From an optimization exercise on the open Yosys and OpenROAD flow, aimed at small area and a short achievable clock period; shortcuts taken in it are not production practice. At most, simulation tests tie the RTL to the original design; equivalence was not proved. No functional check of the RTL was part of run 2. Power figures rest on the tool's default switching activity, not on a simulated workload.

[flow/flow/run.sh]
#!/bin/bash
# Standard layout, with timing repair aiming 7 ns below the 10 ns clock period,
# buf_2 port buffers and sizing not limited to same-footprint cells.
set -euo pipefail
bash standard.sh SETUP_SLACK_MARGIN=7 CORE_UTILIZATION=60 CTS_CLUSTER_SIZE=28 CTS_CLUSTER_DIAMETER=100 \
  "BUFFER_PORTS_ARGS=-buffer_cell sky130_fd_sc_hd__buf_2" MATCH_CELL_FOOTPRINT=0 finish > standard_make.log 2>&1
[flow/config.mk]
export PLATFORM = sky130hd
export DESIGN_NAME = pic16_core
export DESIGN_NICKNAME = pic16_core
export VERILOG_FILES = /design/flow/design.v
export SDC_FILE = /design/flow/constraint.sdc
export NUM_CORES = 4
export LEC_CHECK = 0
export CAP_MARGIN = 20
export CORE_MARGIN = 2
export CORE_UTILIZATION = 40
export SLEW_MARGIN = 20
[flow/standard.sh]
#!/bin/bash
# synth_recipe.tcl (not shown) runs the flow's synth.tcl, then flattens the netlist and writes it again
# the make line also repeats each setting of config.mk as NAME=value (left out here)
make -C /OpenROAD-flow-scripts/flow DESIGN_CONFIG=/design/flow/config.mk WORK_HOME=/design/flow/orfs CLKGATE_MAP_FILE= SYNTH_SCRIPT=/design/flow/synth_recipe.tcl "${@:-finish}"
[flow/design.v]
`default_nettype none
module pic16_core (
   input  logic        clk,
   input  logic        arst_n,
   input  logic [13:0] op_code,
   input  logic [4:0]  port_a_data_in,
   input  logic [7:0]  port_b_data_in,
   output logic [12:0] pc_out,
   output logic        nop_out,
   output logic        z,
   output logic [4:0]  port_a_tris,
   output logic [4:0]  port_a_data_out,
   output logic [7:0]  port_b_tris,
   output logic [7:0]  port_b_data_out
);
   localparam int RAM_LO = 12;      
   localparam int RAM_N  = 68;      
   logic [1:0]  ph;                 
   logic        rst_q;              
   logic [13:0] ir;
   logic [7:0]  t_q;                
   logic        cn_q;               
   logic        dcn_q;              
   logic [7:0]  w_q;
   logic        c_q, dc_q, rp0_q;
   logic        hold_q;             
   logic [2:0]  sp_q;
   logic [12:0] stack_q [8];
   logic [7:0]  ram_q [RAM_N];
   wire q2 = (ph == 2'd1);
   wire q4 = (ph == 2'd3);
   wire ex = nop_out;                
   always_ff @(posedge clk or negedge arst_n) begin
      if (!arst_n) begin
         ph    <= 2'd0;
         rst_q <= 1'b1;
      end else begin
         ph    <= ph + 2'd1;
         rst_q <= 1'b0;
      end
   end
   always_ff @(posedge clk) begin
      ir <= op_code;
   end
   wire [1:0] cls = ir[13:12];
   wire [3:0] sub = ir[11:8];
   wire [6:0] fa  = ir[6:0];
   wire       d   = ir[7];
   wire is_byte = (cls == 2'b00);
   wire is_bit  = (cls == 2'b01);
   wire is_jmp  = (cls == 2'b10);
   wire is_lit  = (cls == 2'b11);
   wire to_file = (is_byte & d) | (is_bit & ~ir[11]);
   wire to_w    = (is_byte & ~d & (sub != 4'd0)) | (is_lit & (sub != 4'b1011));
   wire sub_op  = (is_byte & (sub == 4'b0010)) | (is_lit & (sub[3:1] == 3'b110));
   wire addsub  = (is_byte & ((sub == 4'b0010) | (sub == 4'b0111))) | (is_lit & (sub[3:2] == 2'b11));
   wire rot     = is_byte & (sub[3:1] == 3'b110);
   wire fz      = addsub
                | (is_byte & ((sub == 4'd1) | (sub == 4'd3) | (sub == 4'd4) | (sub == 4'd5) |
                              (sub == 4'd6) | (sub == 4'd8) | (sub == 4'd9) | (sub == 4'd10)))
                | (is_lit & ((sub == 4'd8) | (sub == 4'd9) | (sub == 4'd10)));
   wire skip_z  = (is_byte & ((sub == 4'b1011) | (sub == 4'b1111))) | (is_bit & (ir[11:10] == 2'b10));
   wire skip_nz = is_bit & (ir[11:10] == 2'b11);
   wire is_ret  = (ir == 14'h0008) | (is_lit & (sub[3:2] == 2'b01));
   wire is_call = is_jmp & ~ir[11];
   wire branch  = is_jmp | is_ret;
   wire sel_status = (fa == 7'h03);
   wire sel_a      = (fa == 7'h05);
   wire sel_b      = (fa == 7'h06);
   logic [7:0] rd;
   always_comb begin
      rd = '0;
      for (int i = 0; i < RAM_N; i++)
         rd = rd | (ram_q[i] & {8{fa == 7'(RAM_LO + i)}});
      if (sel_status) rd = {2'b00, rp0_q, 2'b00, z, dc_q, c_q};
      if (sel_a) rd = rp0_q ? {3'b000, port_a_tris}
                            : {3'b000, (port_a_data_in & port_a_tris) | (port_a_data_out & ~port_a_tris)};
      if (sel_b) rd = rp0_q ? port_b_tris
                            : (port_b_data_in & port_b_tris) | (port_b_data_out & ~port_b_tris);
      if (is_lit) rd = ir[7:0];
   end
   logic [3:0] lut_q;        
   logic       smask_q;      
   logic       ssum_q;       
   logic [1:0] perm_q;       
   logic       yw_q;         
   logic       yinv_q;       
   logic       ci_q;         
   logic       rl_q;         
   logic [3:0] lut_d;
   logic [1:0] perm_d;
   always_comb begin
      lut_d  = 4'b1100;                                      
      perm_d = 2'd0;
      case (cls)
         2'b00: case (sub)
            4'd0:  lut_d = 4'b1010;                          
            4'd1:  lut_d = 4'b0000;                          
            4'd4:  lut_d = 4'b1110;                          
            4'd5:  lut_d = 4'b1000;                          
            4'd6:  lut_d = 4'b0110;                          
            4'd9:  lut_d = 4'b0011;                          
            4'd12: perm_d = 2'd1;                            
            4'd13: perm_d = 2'd2;                            
            4'd14: perm_d = 2'd3;                            
            default: ;
         endcase
         2'b01: case (ir[11:10])
            2'b00:   lut_d = 4'b0100;                        
            2'b01:   lut_d = 4'b1110;                        
            default: lut_d = 4'b1000;                        
         endcase
         2'b11: case (sub)
            4'd8:    lut_d = 4'b1110;
            4'd9:    lut_d = 4'b1000;
            4'd10:   lut_d = 4'b0110;
            default: ;
         endcase
         default: ;
      endcase
   end
   wire dec_op = is_byte & ((sub == 4'b0011) | (sub == 4'b1011));
   wire inc_op = is_byte & ((sub == 4'b1010) | (sub == 4'b1111));
   always_ff @(posedge clk) begin
      lut_q   <= lut_d;
      perm_q  <= perm_d;
      smask_q <= is_bit;
      ssum_q  <= addsub | dec_op | inc_op;
      yw_q    <= ~(dec_op | inc_op);
      yinv_q  <= sub_op | dec_op;
      ci_q    <= sub_op | inc_op;
      rl_q    <= sub[0];
   end
   wire [7:0] mask = 8'd1 << ir[9:7];
   wire [7:0] y    = ({8{yw_q}} & w_q) ^ {8{yinv_q}};
   wire [8:0] sum  = {1'b0, t_q} + {1'b0, y} + {8'd0, ci_q};
   wire [7:0] s_op = smask_q ? mask : w_q;
   logic [7:0] tp;
   always_comb begin
      case (perm_q)
         2'd1:    tp = {c_q, t_q[7:1]};
         2'd2:    tp = {t_q[6:0], c_q};
         2'd3:    tp = {t_q[3:0], t_q[7:4]};
         default: tp = t_q;
      endcase
   end
   logic [7:0] alu;
   always_comb begin
      for (int i = 0; i < 8; i++) alu[i] = lut_q[{tp[i], s_op[i]}];
      if (ssum_q) alu = sum[7:0];
   end
   wire c_new  = ssum_q ? sum[8] : (rl_q ? t_q[7] : t_q[0]);
   wire dc_new = t_q[4] ^ y[4] ^ sum[4];
   always_ff @(posedge clk) begin
      t_q   <= q2 ? rd : alu;
      cn_q  <= c_new;
      dcn_q <= dc_new;
   end
   wire q3 = (ph == 2'd2);
   wire x4 = q4 & ex;
   logic wf_q;
   always_ff @(posedge clk) begin
      wf_q <= q3 & ex & to_file;
   end
   wire ww_q   = x4 & to_w;
   wire fc_q   = x4 & (addsub | rot);
   wire fdc_q  = x4 & addsub;
   wire fz_q   = x4 & fz;
   wire jmp_q  = x4 & is_jmp;
   wire ret_q  = x4 & is_ret;
   wire call_q = x4 & is_call;
   wire inc_q  = q4 & (ex ? ~branch : ~hold_q);
   wire br_q   = x4 & branch;
   wire skz_q  = x4 & skip_z;
   wire sknz_q = x4 & skip_nz;
   wire       zr = (t_q == 8'd0);
   wire [7:0] wd = t_q & {8{~rst_q}};         
   for (genvar i = 0; i < RAM_N; i++) begin : g_ram
      always_ff @(posedge clk) begin
         if ((wf_q & (fa == 7'(RAM_LO + i))) | rst_q) ram_q[i] <= wd;
      end
   end
   always_ff @(posedge clk) begin
      if (ww_q | rst_q) w_q <= wd;
   end
   logic [4:0] ntris_a_q;
   logic [7:0] ntris_b_q;
   assign port_a_tris = ~ntris_a_q;
   assign port_b_tris = ~ntris_b_q;
   always_ff @(posedge clk or negedge arst_n) begin
      if (!arst_n) begin
         c_q             <= 1'b0;
         dc_q            <= 1'b0;
         z               <= 1'b0;
         rp0_q           <= 1'b0;
         port_a_data_out <= '0;
         port_b_data_out <= '0;
         ntris_a_q       <= '0;
         ntris_b_q       <= '0;
      end else begin
         if (wf_q & sel_status) begin
            c_q   <= t_q[0];
            dc_q  <= t_q[1];
            z     <= t_q[2];
            rp0_q <= t_q[5];
         end
         if (fc_q)  c_q  <= cn_q;                  
         if (fdc_q) dc_q <= dcn_q;
         if (fz_q)  z    <= zr;
         if (wf_q & sel_a & ~rp0_q) port_a_data_out <= t_q[4:0];
         if (wf_q & sel_a &  rp0_q) ntris_a_q       <= ~t_q[4:0];
         if (wf_q & sel_b & ~rp0_q) port_b_data_out <= t_q;
         if (wf_q & sel_b &  rp0_q) ntris_b_q       <= ~t_q;
      end
   end
   logic       sq_q;                           
   wire [12:0] pc_inc = pc_out + 13'd1;
   wire [2:0]  sp_m1  = sp_q - 3'd1;
   assign nop_out = ~sq_q;
   always_ff @(posedge clk or negedge arst_n) begin
      if (!arst_n) begin
         pc_out <= '0;
         sp_q   <= '0;
         sq_q   <= 1'b0;
         hold_q <= 1'b0;
      end else begin
         if (jmp_q)      pc_out <= {2'b00, ir[10:0]};
         else if (ret_q) pc_out <= stack_q[sp_m1];
         else if (inc_q) pc_out <= pc_inc;
         if (call_q)     sp_q <= sp_q + 3'd1;
         else if (ret_q) sp_q <= sp_m1;
         if (q4) begin
            sq_q   <= br_q | (skz_q & zr) | (sknz_q & ~zr);
            hold_q <= br_q;
         end
      end
   end
   for (genvar i = 0; i < 8; i++) begin : g_stack
      always_ff @(posedge clk) begin
         if (call_q & ~rst_q & (sp_q == 3'(i))) stack_q[i] <= pc_inc;
      end
   end
endmodule
`default_nettype wire
[flow/constraint.sdc]
create_clock -name core_clock -period 10.0 [get_ports {clk}]
set_input_delay 2.0000 -clock core_clock [delete_from_list [all_inputs] [get_ports {clk}]]
set_output_delay 2.0000 -clock core_clock [all_outputs]
set_load 0.01 [all_outputs]
==> impl.org, run 1 <==
** Timing
- RSZ-0062 raised after global routing :: yes
- Setup violations remaining at the end of the flow were counted as 0.
- The number of endpoints with negative hold slack in the final report is 0.
- The worst pin sits at a relative slew slack of 31.8%.
- For the pin with the worst max-slew slack, the measured transition is 1.02 ns.
- Share of the cycle needed by the critical path after routing :: 32.8%
- Final max-slew violation count :: 0
- Fmax achieved :: 304 MHz
- The worst path in the final design needs a cycle of 3.28 ns, including I/O delays and setup.
- The clock arrives with 0.0457 ns of skew.
- TNS Setup :: 0 ns

** Setup path
- Critical Path End :: port_b_tris[0]
- FF-to-FF path depth :: 9
- Reg-to-reg critical path startpoint :: ir[3]
- Max Fanout on Critical Path :: 4
- STA classifies the critical path startpoint as a flip-flop.
- Worst setup path startpoint :: ntris_b_q[0]
- Arrival time of data at the critical path endpoint :: 1.28 ns
- The critical path is of the reg2out type.
- Critical path required time :: 8.00 ns
- STA classifies the critical path endpoint as an output port.
- Setup slack on the worst flop-to-flop path :: 6.77 ns
- In this run the critical register-to-register path is captured at t_q[7].

** Clock tree
- Clock Latency Late Sink :: 0.67 ns
- CTS clock-pin slew for the worst setup and hold paths :: 0.11 ns
- No sink is reached through more buffers than the 3 on the longest clock path.
- CTS tree :: yes
- After clock tree synthesis, the flow added hold-fix buffers numbering 0.
- CTS built an H-tree with a depth of 1.
- Total clock buffers created by CTS :: 31
- CTS saw 750 sinks.
- Master cell of the clock root buffer :: sky130_fd_sc_hd__clkbuf_16

** Final layout
- Relative to the synthesized area, the layout overhead comes to 8.20%.
- The net count of the finished layout is 2123.
- Sequential cell area in the final layout :: 0.0219 mm2
- Multi-input gate area :: 0.00815 mm2
- Number of antenna diodes :: 0
- Count of fill cells added during filler insertion :: 3581
- Design area :: 0.0331 mm2
- Share of post-route cells with drive strength above 1 :: 16.1%

** Min path
- The min-delay analysis places its worst path in the category reg2reg.

** Placed design
- The HPWL after detailed placement is 57.4 mm.
- Buffers placed on the I/O ports in this run total 69.
- The congestion estimate from routability-driven global placement came to 0.990.
- In this run the cell area measured after placement is 0.0316 mm2.

** Power and ir drop
- Summed over all nets, the switching power comes to 2060 uW.
- Net switching share of the total power :: 28.7%
- Leakage component of the power :: 0.0116 uW
- Dividing total power by cell area gives a power density of 217 mW/mm2.
- Combinational cell fraction of total power :: 19.2%
- Internal power component :: 5130 uW
- VDD IR-drop max :: 0.160 mV
- Part of the power in the clock network :: 21.7%
- Sequential Power Share :: 59.1%

** Floorplan
- The floorplan has 82 rows.
- Vertical die dimension :: 230 um
- Die area :: 0.0528 mm2
- Number of ports placed on the die boundary :: 70
- X dimension of the die :: 230 um
- In this run the standard cell core region covers 0.0503 mm2.
- For this configuration, the core starts out at a cell density of 60.8%.

** Logic synthesis
- Each instance of the synthesized netlist takes up on average 15.2 um2.
- Most instantiated cells after synthesis :: sky130_fd_sc_hd__edfxtp_1, sky130_fd_sc_hd__a22oi_1, sky130_fd_sc_hd__nand2_1, sky130_fd_sc_hd__clkbuf_1, sky130_fd_sc_hd__buf_2
- Counting flops with an async set or reset pin after synthesis yields a share of 6.80%.
- Synthesis produced a netlist whose cell count is 2018.
- Sequential elements use 71.4% of the synthesized area.
- Commonest register cell after synthesis :: sky130_fd_sc_hd__edfxtp_1
- The Yosys step of the flow raised 3 warnings.
- Among all cell types in the netlist, the one instantiated most often is sky130_fd_sc_hd__edfxtp_1.
- Summing every instance area after synthesis gives 0.0306 mm2.
- Post-synth top area share :: 64.4%
- Counting flops with a built-in enable in the synthesized netlist gives 656.
- Count of distinct cell types in the synthesized netlist :: 92
- After synthesis, the cell types taking the most area are sky130_fd_sc_hd__edfxtp_1, sky130_fd_sc_hd__dfrtp_1, sky130_fd_sc_hd__a22oi_1, sky130_fd_sc_hd__dfxtp_1, sky130_fd_sc_hd__mux2_2.
- Register bit total from synthesis :: 750
- Number of nets produced by synthesis :: 2072
- Summed over all instances, the cell type with the most area after synthesis is sky130_fd_sc_hd__edfxtp_1.

** Detailed routing
- Count of TritonRoute iterations in the first routing pass :: 6
- For this block, the routed nets add up to 93.9 mm of wire.
- Vias per cell :: 7.09
- DRC violation count after routing :: 0
- WL/cell :: 34.0 um
- Once detail routing completed, the nets flagged for antenna violations numbered 0.
- Summing over every cut layer, the via total after detailed routing is 19600.
- Initial DRC Count :: 3075

** Job
- Max capacitance violation total :: 0

** GRT
- Global-route wire length before repair :: 134 mm
- Overall routing resource usage :: 35.4%
- Largest net degree at the start of global routing :: 80
- Vias in the first global route :: 18600
- The initial antenna violation count came to 1.
- Overflow left after global routing :: 0

** Outcome
- Status :: timing/DRC/antenna clean
## timing repair
| action | 4_1_cts | 5_1_grt |
|---|---|---|
| endpoints found under the setup margin | 125 | 270 |
| gates cloned | 0 | 0 |
| resized for setup | 33 | 27 |
| pin swaps | 2 | 7 |
| setup buffers | 39 | 11 |
## power groups by stage
stage / combinational (uW) / sequential [uW] / clock, uW
2_1_floorplan: 818 / 4220 / 0
3_3_place_gp: 1250 / 4320 / 0
3_5_place_dp: 1280 / 4330 / 0
4_1_cts: 1350 / 4240 / 1560
5_1_grt: 1460 / 4280 / 1660
6_report: 1380 / 4250 / 1560
## sequential cells by signal, indices dropped and copies added (netlist names), 3 cells and up, named ones only
register,cells
ram_q,544
stack_q,104
ir,14
pc_out,13
ntris_b_q,8
port_b_data_out,8
t_q,8
w_q,8
ntris_a_q,5
port_a_data_out,5
lut_q,4
sp_q,3
## how the worst min path moves through the flow
stage	startpoint	end	slack (ns)	cells after the start
detailed placement	flip-flop	lut_q[0]	0.44	1
CTS	cn_q	c_q	0.48	1
finish	cn_q	c_q	0.47	1
global placement	flip-flop	lut_q[0]	0.42	1
floorplan	ir[8]	rl_q	0.39	0
global route	cn_q	c_q	0.50	1
## per-stage QoR
step	hold slack [ns]	instances	util (%)	setup slack [ns]	power [uW]
6_report	0.472	2765	65.8	6.72	7190
4_1_cts	0.477	2754	65.5	6.71	7150
3_3_place_gp	0.423	2657	62.8	6.36	5560
3_5_place_dp	0.437	2658	62.8	6.34	5600
5_1_grt	0.502	2765	65.8	6.68	7410
2_1_floorplan	0.386	2018	-	6.72	5040
## critical path, cell delays in order, from the launching register on
cell	delay [ns]
sky130_fd_sc_hd__dfrtp_1	0.45
sky130_fd_sc_hd__inv_1	0.07
sky130_fd_sc_hd__buf_2	0.12
## cells in the final DEF (no fill, tap or decap), types with 48 or more instances in the layout
cell type,Yosys,routed
sky130_fd_sc_hd__edfxtp_1,656,656
sky130_fd_sc_hd__a22oi_1,141,140
sky130_fd_sc_hd__nand2_1,93,93
sky130_fd_sc_hd__buf_4,6,86
sky130_fd_sc_hd__buf_2,62,61
sky130_fd_sc_hd__nand3_1,57,57
sky130_fd_sc_hd__o21ai_0,57,57
sky130_fd_sc_hd__nor2_1,58,56
sky130_fd_sc_hd__a21o_1,58,53
sky130_fd_sc_hd__mux2_2,48,48
## per-layer routing
| layer | GRT usage, % | vias up | share of wire (%) |
|---|---|---|---|
| li1 | - | 8192 | - |
| met3 | 7.42 | 244 | 11 |
| met4 | 16.4 | 2 | 5.6 |
| met2 | 55.5 | 1382 | 46 |
| met5 | 0 | - | 0.016 |
| met1 | 48.3 | 9786 | 37 |
## area by class of cell
type / instances / share of cell area, %
clock inverters: 4 / 0.193
flip-flops and latches: 750 / 66.1
well taps: 672 / 2.54
repair buffers: 162 / 3.43
multi-input cells: 1080 / 24.6
inverters: 44 / 0.499
clock buffers: 53 / 2.62
## kinds of logic after synthesis
family / count (synthesis) / share of synthesized area (%)
XOR/XNOR: 30 / 0.884
other: 1 / 0.0123
AO/OA/AOI/OAI: 572 / 13.9
flip-flops: 750 / 71.4
multiplexers: 77 / 3.05
AND/OR/NAND/NOR: 375 / 6.81
adder cells (fa/ha/maj): 25 / 1.07
buffers and inverters: 188 / 2.81
==> inputs of run 2 (changes only) <==
--- a/flow/design.v
+++ b/flow/design.v
@@ -1,3 +1,15 @@
+`default_nettype none
+module pic_ram_rd (
+   input  logic [543:0] data,
+   input  logic [67:0]  sel,
+   output logic [7:0]   rd
+);
+   always_comb begin
+      rd = '0;
+      for (int i = 0; i < 68; i++) rd = rd | (data[8*i +: 8] & {8{sel[i]}});
+   end
+endmodule
+`default_nettype wire
 `default_nettype none
 module pic16_core (
    input  logic        clk,
@@ -67,11 +79,17 @@
    wire sel_status = (fa == 7'h03);
    wire sel_a      = (fa == 7'h05);
    wire sel_b      = (fa == 7'h06);
+   logic [RAM_N-1:0]   row_hit;
+   logic [8*RAM_N-1:0] ram_flat;
+   logic [7:0]         ram_rd;
+   for (genvar i = 0; i < RAM_N; i++) begin : g_hit
+      assign row_hit[i]         = (fa == 7'(RAM_LO + i));
+      assign ram_flat[8*i +: 8] = ram_q[i];
+   end
+   pic_ram_rd ram_rd_i (.data(ram_flat), .sel(row_hit), .rd(ram_rd));
    logic [7:0] rd;
    always_comb begin
-      rd = '0;
-      for (int i = 0; i < RAM_N; i++)
-         rd = rd | (ram_q[i] & {8{fa == 7'(RAM_LO + i)}});
+      rd = ram_rd;
       if (sel_status) rd = {2'b00, rp0_q, 2'b00, z, dc_q, c_q};
       if (sel_a) rd = rp0_q ? {3'b000, port_a_tris}
                             : {3'b000, (port_a_data_in & port_a_tris) | (port_a_data_out & ~port_a_tris)};
@@ -177,7 +195,7 @@
    wire [7:0] wd = t_q & {8{~rst_q}};         
    for (genvar i = 0; i < RAM_N; i++) begin : g_ram
       always_ff @(posedge clk) begin
-         if ((wf_q & (fa == 7'(RAM_LO + i))) | rst_q) ram_q[i] <= wd;
+         if ((wf_q & row_hit[i]) | rst_q) ram_q[i] <= wd;
       end
    end
    always_ff @(posedge clk) begin
--- a/flow/config.mk
+++ b/flow/config.mk
@@ -9,3 +9,5 @@
 export CORE_MARGIN = 2
 export CORE_UTILIZATION = 40
 export SLEW_MARGIN = 20
+export SYNTH_HIERARCHICAL = 1
+export SYNTH_MINIMUM_KEEP_SIZE = 0
==> run 2 against run 1 <==
  * Global-route usage is 5.8 points higher
  * Non-clock buffer count is 101 higher
  * Clock power decreased by 3%
  * Setup slack better by 0.026 ns
  * Critical path depth unchanged
  * Synthesized area fell by 0.97%
  * Critical endpoint is now port_a_tris[0]
  * Largest cell class unchanged
  * Largest power group unchanged
==> impl.org, run 2 <==
** Detailed routing
- Vias per cell :: 7.36 (was 7.09)
- Total vias in the final route :: 20700 (was 19600)
- The length of the first detailed-routing pass in iterations came to 8 (was 6).
- The remaining routing DRC violations came to 0 (unchanged).
- Post-detailed-route count of antenna-violating nets :: 0 (unchanged)
- The wire length reported by the detailed router was 109 mm (was 93.9 mm).
- WL/cell :: 38.7 um (was 34.0 um)
- Initial DRC Count :: 3429 (was 3075)

** Clock tree
- The cell at the root of the clock tree was sky130_fd_sc_hd__clkbuf_16 (unchanged).
- Clock Sink Count :: 750 (unchanged)
- Clk buf depth :: 3 (unchanged)
- The count of H-tree levels built during CTS came to 1 (unchanged).
- CTS tree :: yes (unchanged)
- Total clock buffers created by CTS :: 31 (unchanged)
- Clock Latency Late Sink :: 0.66 ns (was 0.67 ns)
- CTS clock-pin slew for the worst setup and hold paths :: 0.10 ns (was 0.11 ns)

** Final layout
- The commonest non-fill, non-tap cell in the layout is sky130_fd_sc_hd__edfxtp_1 (unchanged).
- Largest register FFs :: 544 (unchanged)
- The share of layout cells above drive strength 1 was 25.7% (was 16.1%).
- Synthesis-to-layout area growth :: 13.5% (was 8.20%)
- Registers with the most flip-flops: ram_q (544), stack_q (104), ir (14) (unchanged).
- Register containing the most flip-flops in the final layout :: ram_q (unchanged)
- The net count of the finished layout is 2179 (was 2123).
- Most frequent cells in the layout: sky130_fd_sc_hd__edfxtp_1, sky130_fd_sc_hd__buf_4, sky130_fd_sc_hd__a22o_1, sky130_fd_sc_hd__nor2_1, sky130_fd_sc_hd__a22oi_1 (was sky130_fd_sc_hd__edfxtp_1, sky130_fd_sc_hd__a22oi_1, sky130_fd_sc_hd__nand2_1, sky130_fd_sc_hd__buf_4, sky130_fd_sc_hd__buf_2).
- The number of inserted diodes came to 0 (unchanged).
- The final non-filler cell total is 2808 (was 2765).
- The count of filler cells inserted in the layout was 3417 (was 3581).

** Timing
- The measured slew at the worst slew-check pin is 1.23 ns (was 1.02 ns).
- The number of endpoints failing setup at the final stage was 0 (unchanged).
- The relative max-transition margin came to 17.7% (was 31.8%).
- Share of the cycle needed by the critical path after routing :: 32.6% (was 32.8%)
- The setup TNS is 0 ns (unchanged).
- The number of pins exceeding their max-slew limit in the final report is 0 (unchanged).
- Final hold violation count :: 0 (unchanged)
- Fmax achieved :: 307 MHz (was 304 MHz)
- Crit path setup slack, layout :: 6.74 ns (was 6.72 ns)
- RSZ-0062 raised after global routing: yes (unchanged).
- Setup clock skew after layout :: 0.0306 ns (was 0.0457 ns)
- Clock period minus worst slack :: 3.26 ns (was 3.28 ns)
- Worst-case hold slack :: 0.434 ns (was 0.472 ns)

** Placed design
- The estimated wirelength of the detail-placed design came to 71.0 mm (was 57.4 mm).
- Pre-CTS setup slack :: 5.62 ns (was 6.34 ns)
- The routability congestion estimate is 1.01 (was 0.990).
- The cell count after placement came to 2664 (was 2658).
- PortBufs :: 69 (unchanged)

** Floorplan
- The x dimension of the die was 229 um (was 230 um).
- The total die area is 0.0523 mm2 (was 0.0528 mm2).
- The starting density of the core was 60.6% (was 60.8%).
- The height of the die came to 229 um (was 230 um).
- The number of I/O pins came to 70 (unchanged).
- The site row count was 82 (unchanged).
- Standard cell core area :: 0.0500 mm2 (was 0.0503 mm2)

** GRT
- Overall routing resource usage :: 41.2% (was 35.4%)
- The maximum number of pins on one net before global-route repair is 70 (was 80).
- Global-route wire length before repair :: 149 mm (was 134 mm)
- Vias in the first global route :: 19300 (was 18600)
- The global-route congestion overflow total is 0 (unchanged).
- The initial antenna violation count is 2 (was 1).

** Logic synthesis
- Cells after Synth :: 1968 (was 2018)
- Most instantiated cells after synthesis: sky130_fd_sc_hd__edfxtp_1, sky130_fd_sc_hd__nor2_1, sky130_fd_sc_hd__a221oi_1, sky130_fd_sc_hd__a22o_1, sky130_fd_sc_hd__nand2_1 (was sky130_fd_sc_hd__edfxtp_1, sky130_fd_sc_hd__a22oi_1, sky130_fd_sc_hd__nand2_1, sky130_fd_sc_hd__clkbuf_1, sky130_fd_sc_hd__buf_2).
- Post-synthesis cell area :: 0.0303 mm2 (was 0.0306 mm2)
- The post-synthesis net count came to 2022 (was 2072).
- Average footprint of a synthesized cell :: 15.4 um2 (was 15.2 um2)
- Largest cells by area after synthesis: sky130_fd_sc_hd__edfxtp_1, sky130_fd_sc_hd__dfrtp_1, sky130_fd_sc_hd__a221oi_1, sky130_fd_sc_hd__a22o_1, sky130_fd_sc_hd__dfxtp_1 (was sky130_fd_sc_hd__edfxtp_1, sky130_fd_sc_hd__dfrtp_1, sky130_fd_sc_hd__a22oi_1, sky130_fd_sc_hd__dfxtp_1, sky130_fd_sc_hd__mux2_2).
- Syn. warnings :: 10 (was 3)
- Count of distinct cell types in the synthesized netlist :: 66 (was 92)
- Most repeated cell in the gate-level netlist after synthesis :: sky130_fd_sc_hd__edfxtp_1 (unchanged)
- The cell type with the highest aggregate area in the netlist was sky130_fd_sc_hd__edfxtp_1 (unchanged).
- Sequential area share after synthesis :: 72.1% (was 71.4%)
- Post-synth top area share :: 65.1% (was 64.4%)
- Register bit total from synthesis :: 750 (unchanged)
- Ys async rst share :: 6.80% (unchanged)
- Count of flip-flops with a built-in enable after synthesis :: 656 (unchanged)
- Commonest register cell after synthesis :: sky130_fd_sc_hd__edfxtp_1 (unchanged)

** Setup path
- Startpoint kind of the worst setup timing path :: flip-flop (unchanged)
- The arrival time of the worst setup path was 1.26 ns (was 1.28 ns).
- The type of the setup path with the least slack is reg2out (unchanged).
- Max Fanout on Critical Path :: 4 (unchanged)
- The category of the worst setup path capture point is an output port (unchanged).
- The required time reported for the critical path endpoint is 8.00 ns (about the same).

** Power and ir drop
- The worst voltage drop across the vdd grid came to 0.182 mV (was 0.160 mV).
- Power density over the cells :: 208 mW/mm2 (was 217 mW/mm2)
- The standby leakage power was 0.0123 uW (was 0.0116 uW).

** Job
- Max capacitance violation total :: 0 (unchanged)

** Min path
- Worst min-delay path class :: reg2reg (unchanged)

** Outcome
- Status :: timing/DRC/antenna clean (unchanged)
run 2: layer usage:
layer	up-vias	global-route usage, %	share of wire (%)
met5	-	0	0.037
met3	408	8.63	12
li1	8141	-	-
met1	10400	54.8	35
met2	1762	64.6	46
met4	6	22.0	7.5
run 2: final timing paths:
path / start / endpoint / slack, ns / cells past startpoint
worst max-delay path: ntris_a_q[0] / port_a_tris[0] / 6.74 / 2
worst min-delay path: flip-flop / perm_q[0] / 0.43 / 1
worst max register to register: ir[2] / t_q[7] / 6.88 / 12
worst min register to register: flip-flop / perm_q[0] / 0.43 / 1
max in group asynchronous: arst_n / pc_out[7] / 7.96 / 2
min in group asynchronous: arst_n / port_b_data_out[3] / 1.50 / 2
run 2: cell type report:
| class | instances | area [um2] | share of cell area (%) |
|---|---|---|---|
| flip-flops and latches | 750 | 21900 | 63.6 |
| multi-input cells | 1034 | 8650 | 25.2 |
| repair buffers | 263 | 1980 | 5.77 |
| well taps | 672 | 841 | 2.45 |
| clock buffers | 41 | 813 | 2.37 |
| inverters | 45 | 169 | 0.492 |
| clock inverters | 3 | 40.0 | 0.117 |
run 2: repair_timing:
action | CTS | global route
hold endpoints to repair | 0 | 0
setup endpoints to repair | 356 | 139
resized for setup | 173 | 82
hold buffers | 0 | 0
setup buffers | 52 | 46
pin swaps | 13 | 32
run 2: cells by family after synthesis:
logic type,share of synthesized area [%]
AND/OR/NAND/NOR,5.86
flip-flops,72.1
AO/OA/AOI/OAI,14.3
other,0.0124
adder cells (fa/ha/maj),1.08
XOR/XNOR,0.921
multiplexers,2.29
buffers and inverters,3.44
run 2: per-module statistics from Yosys, one instance, submodules excluded:
module / times used / flip-flops and latches / cell area [um2]
pic16_core: 1 / 750 / 27000
pic_ram_rd: 1 / 0 / 3260
run 2: critical path: stages, from the launching register on:
cell and delay (ns):
sky130_fd_sc_hd__dfrtp_1 0.43, sky130_fd_sc_hd__inv_1 0.08, sky130_fd_sc_hd__buf_2 0.13
run 2: where the power goes:
part	internal, uW	switching (uW)	total [uW]	leakage [uW]
sequential	4000	263	4260	0.00762
combinational	466	903	1370	0.00427
clock	582	939	1520	0.000414
total	5050	2100	7150	0.0123
run 2: metrics by stage:
step | utilization, % | power [uW] | instance area [um2]
6_report | 68.8 | 7150 | 34400
5_1_grt | 68.8 | 7330 | 34400
4_1_cts | 67.2 | 7070 | 33600
3_5_place_dp | 63.0 | 5520 | 31500
3_3_place_gp | 62.9 | 5490 | 31400
2_1_floorplan | - | 4930 | 30300

what the ideal ports hide:
How much do the figures lean on ideal ports? The routed layouts below were timed once more, with nothing changed but the port constraints.
Step 1, drivers: a clkbuf_16 drives clk and a buf_2 each remaining input, both assumed.
Step 2 times the ports against the registers' clock, not the clock port: input delays grow and output delays shrink by t, the midpoint of the rising clock arrivals with the driver on.
Slacks: no drivers / after step 1 / after step 2; pairs: no drivers / after step 1.
run | shift t [ns] | slack for setup (ns) | worst setup path after step 2
run 1 | 0.714 | 6.716 / 6.655 / 6.444 | input to register
run 2 | 0.691 | 6.742 / 6.682 / 6.567 | input to register
After both steps every run listed still meets setup and hold. For run 1, which loses most, drivers alone change the setup slack by -0.061 ns; drivers and shift together by -0.272 ns.
